Source: an optimization exercise on an open RTL-to-GDS flow (aim: small area, a short achievable clock period and few clock cycles per item). Production flows keep margins and buffers that such runs may drop. RTL that was checked went through simulation tests only; none was proved equivalent to the original. No activity file was given, so power comes from the tool's default toggle rates.

## clear_ram_top
module clear_ram_top (
    input  logic       CLK,
    input  logic       RST_N,
    input  logic       EN,
    input  logic       WE,
    input  logic [7:0] ADDR,
    input  logic [9:0] Din,
    input  logic       CLR,
    output logic [9:0] Dout,
    output logic       DVALID,
    output logic       ERR,
    output logic       BUSY,
    output logic       DBG_STATE
);
==> flow/config.mk <==
export PLATFORM = sky130hd
export DESIGN_NAME = clear_ram_top
export DESIGN_NICKNAME = clear_ram_top
export VERILOG_FILES = /design/flow/design.v
export SDC_FILE = /design/flow/constraint.sdc
export NUM_CORES = 4
export LEC_CHECK = 0
export CAP_MARGIN = 20
export CORE_MARGIN = 2
export CORE_UTILIZATION = 50
export CTS_CLUSTER_DIAMETER = 90
export CTS_CLUSTER_SIZE = 25
export PLACE_DENSITY = 0.66
export SETUP_SLACK_MARGIN = 2.6
export SLEW_MARGIN = 20
export TNS_END_PERCENT = 5
==> flow/constraint.sdc <==
create_clock -name core_clock -period 4.5 [get_ports {CLK}]
set_input_delay 0.9000 -clock core_clock [delete_from_list [all_inputs] [get_ports {CLK}]]
set_output_delay 0.9000 -clock core_clock [all_outputs]
set_load 0.01 [all_outputs]
run.sh (not shown) runs the stock make flow with config.mk's settings and CLKGATE_MAP_FILE= SYNTH_SCRIPT=/design/flow/synth_recipe.tcl, a recipe that flattens the netlist after the stock synthesis.
Testbench counts at the start, summed over its fixed seeds: cycles 27,169, accesses 26,977.
Rerun with:
Settings changed: CAP_MARGIN 20 to 5, CORE_UTILIZATION 50 to 55, PLACE_DENSITY 0.66 to 0.7, SETUP_SLACK_MARGIN 2.6 to 2.3, SLEW_MARGIN 20 to 5, TNS_END_PERCENT 5 to 20.
The changed run finished with slew limit left.
Design area grows slightly.
Worst hold slack gains 420 ps.
Power is about the same.
Via count hardly moves.
Routed wire length shrinks slightly.
Critical path depth shrinks by 5.
Maximum frequency shrinks slightly.
Flip-flop and latch count does not change.
Clock-buffer cell count shrinks by 29.
Rerun with:
Settings changed: CAP_MARGIN 5 to 20, CORE_UTILIZATION 55 to 40, PLACE_DENSITY 0.7 to unset, SETUP_SLACK_MARGIN 2.3 to 2.6, SLEW_MARGIN 5 to 20, TNS_END_PERCENT 20 to 5.
Effect: The new run passed the timing, design-rule and antenna checks. Maximum frequency rose by 1.8%. Setup slack improved by 47 ps. Die area rose by about 37%. Synthesized cell count does not change. Final area rose by about 0.34%. Sequential share of layout area fell by 0.22 points. Clock-buffer cell count rose by 13. Worst hold slack got worse by 400 ps. Global-route usage fell by 7.1 points. Total power rose by 0.56%. Utilization fell by 17 points.
Rerun with:
Settings changed: CORE_UTILIZATION 40 to 55, PLACE_DENSITY set to 0.7, SETUP_SLACK_MARGIN 2.6 to 2.3, TNS_END_PERCENT 5 to 20.
Sequential share of layout area went up by 0.19 points.
Global-route usage climbs by 7.1 points.
Count of clock-buffer cells in the layout went down by 13.
Area after synthesis is unchanged.
Final cell count goes down by 11%.
Design area stays flat.
Total power decreases by 0.55%.
Via count goes up by 2.8%.
Worst setup slack gains 69 ps.
Die area went down by 27%.
Clock skew goes down by 24 ps.
Rerun with:
Settings changed: CTS_CLUSTER_DIAMETER 90 to 70, CTS_CLUSTER_SIZE 25 to 20, SETUP_SLACK_MARGIN 2.3 to 2.4, TNS_END_PERCENT 20 to 10.
=> The changed run went through all stages and came out clean; synthesized area stays the same; worst setup slack improved by 10 ps; global-route usage went up by 0.36 points.

---

Another version of the RTL of clear_ram_top (not shown whole).
Size: about 3600 cells after synthesis, about 2000 flip-flops, about 37 I/O pins.
Settings: LEC_CHECK=0, CAP_MARGIN=20, CORE_MARGIN=2, CORE_UTILIZATION=62, CTS_CLUSTER_DIAMETER=70, CTS_CLUSTER_SIZE=20, PLACE_DENSITY=0.76, SETUP_SLACK_MARGIN=2.4, SLEW_MARGIN=20, TNS_END_PERCENT=10; clock period 4.5 ns.
The starting point finished clean.
Then changed:
CORE_UTILIZATION = 55   (was 62)
CTS_CLUSTER_DIAMETER = 90   (was 70)
CTS_CLUSTER_SIZE = 25   (was 20)
PLACE_DENSITY = 0.7   (was 0.76)
SETUP_SLACK_MARGIN = 2.3   (was 2.4)
TNS_END_PERCENT = 20   (was 10)
Register-to-register slack is better by 0.10 ns. Routed wire length goes down by 7.1%. Sequential share of layout area goes up by 1.3 points. Core utilization goes down by 9.8 points. Clock power goes down by about 10%. Die area goes up by about 13%.
Then changed:
CTS_CLUSTER_DIAMETER = 70   (was 90)
CTS_CLUSTER_SIZE = 20   (was 25)
SETUP_SLACK_MARGIN = 2.4   (was 2.3)
TNS_END_PERCENT = 10   (was 20)
=> Count of clock-buffer cells in the layout went up by 20. Via count barely changes. Final area rises by about 0.7%. Total power came out higher by about 4.7%. Sequential share of layout area shrinks by 0.47 points. Clock power climbs by about 20%. Setup slack gets worse by 0.030 ns. Routed wire length stays flat. Global-route usage hardly moves. Core utilization grows by 0.43 points. First-iteration DRC count is lower by about 4.6%.
No functional check of the RTL was part of any run of this note.

[afterwards: timing with drivers on the ports]
In the flow no input, the clock included, has a driving cell. The finished layouts below were timed again as built, in two steps.
Step 1: set_driving_cell puts a clkbuf_16 on CLK and a buf_2 on each other input, an assumption about the parent block.
Step 2 moves the port delays by t, midway between the first and last clock arrival at a register: inputs arrive t later, outputs are due t later. That takes back most of the time a late clock gives input paths.
a / b / c = ideal / step 1 / step 2; a / b = the first two.
| run | t (ns) | setup WS [ns] | cell pins on the clock port's net |
|---|---|---|---|
| the first run of note 1 | 0.837 | 1.894 / 1.780 / 0.944 | 1 |
| the second run of note 1 | 0.833 | 1.871 / 1.816 / 0.984 | 1 |
| the third run of note 1 | 0.840 | 1.918 / 1.633 / 0.793 | 1 |
| the fourth run of note 1 | 0.834 | 1.987 / 1.829 / 0.995 | 1 |
| the fifth run of note 1 | 0.840 | 1.997 / 1.708 / 0.868 | 1 |
| the first run of note 2 | 0.837 | 1.639 / 1.420 / 0.582 | 1 |
| the second run of note 2 | 0.823 | 1.875 / 1.583 / 0.760 | 1 |
| the third run of note 2 | 0.843 | 1.844 / 1.559 / 0.716 | 1 |
The setup slack of the fifth run of note 1, which loses most, moves by -0.289 ns with the drivers and by -1.129 ns with both steps.
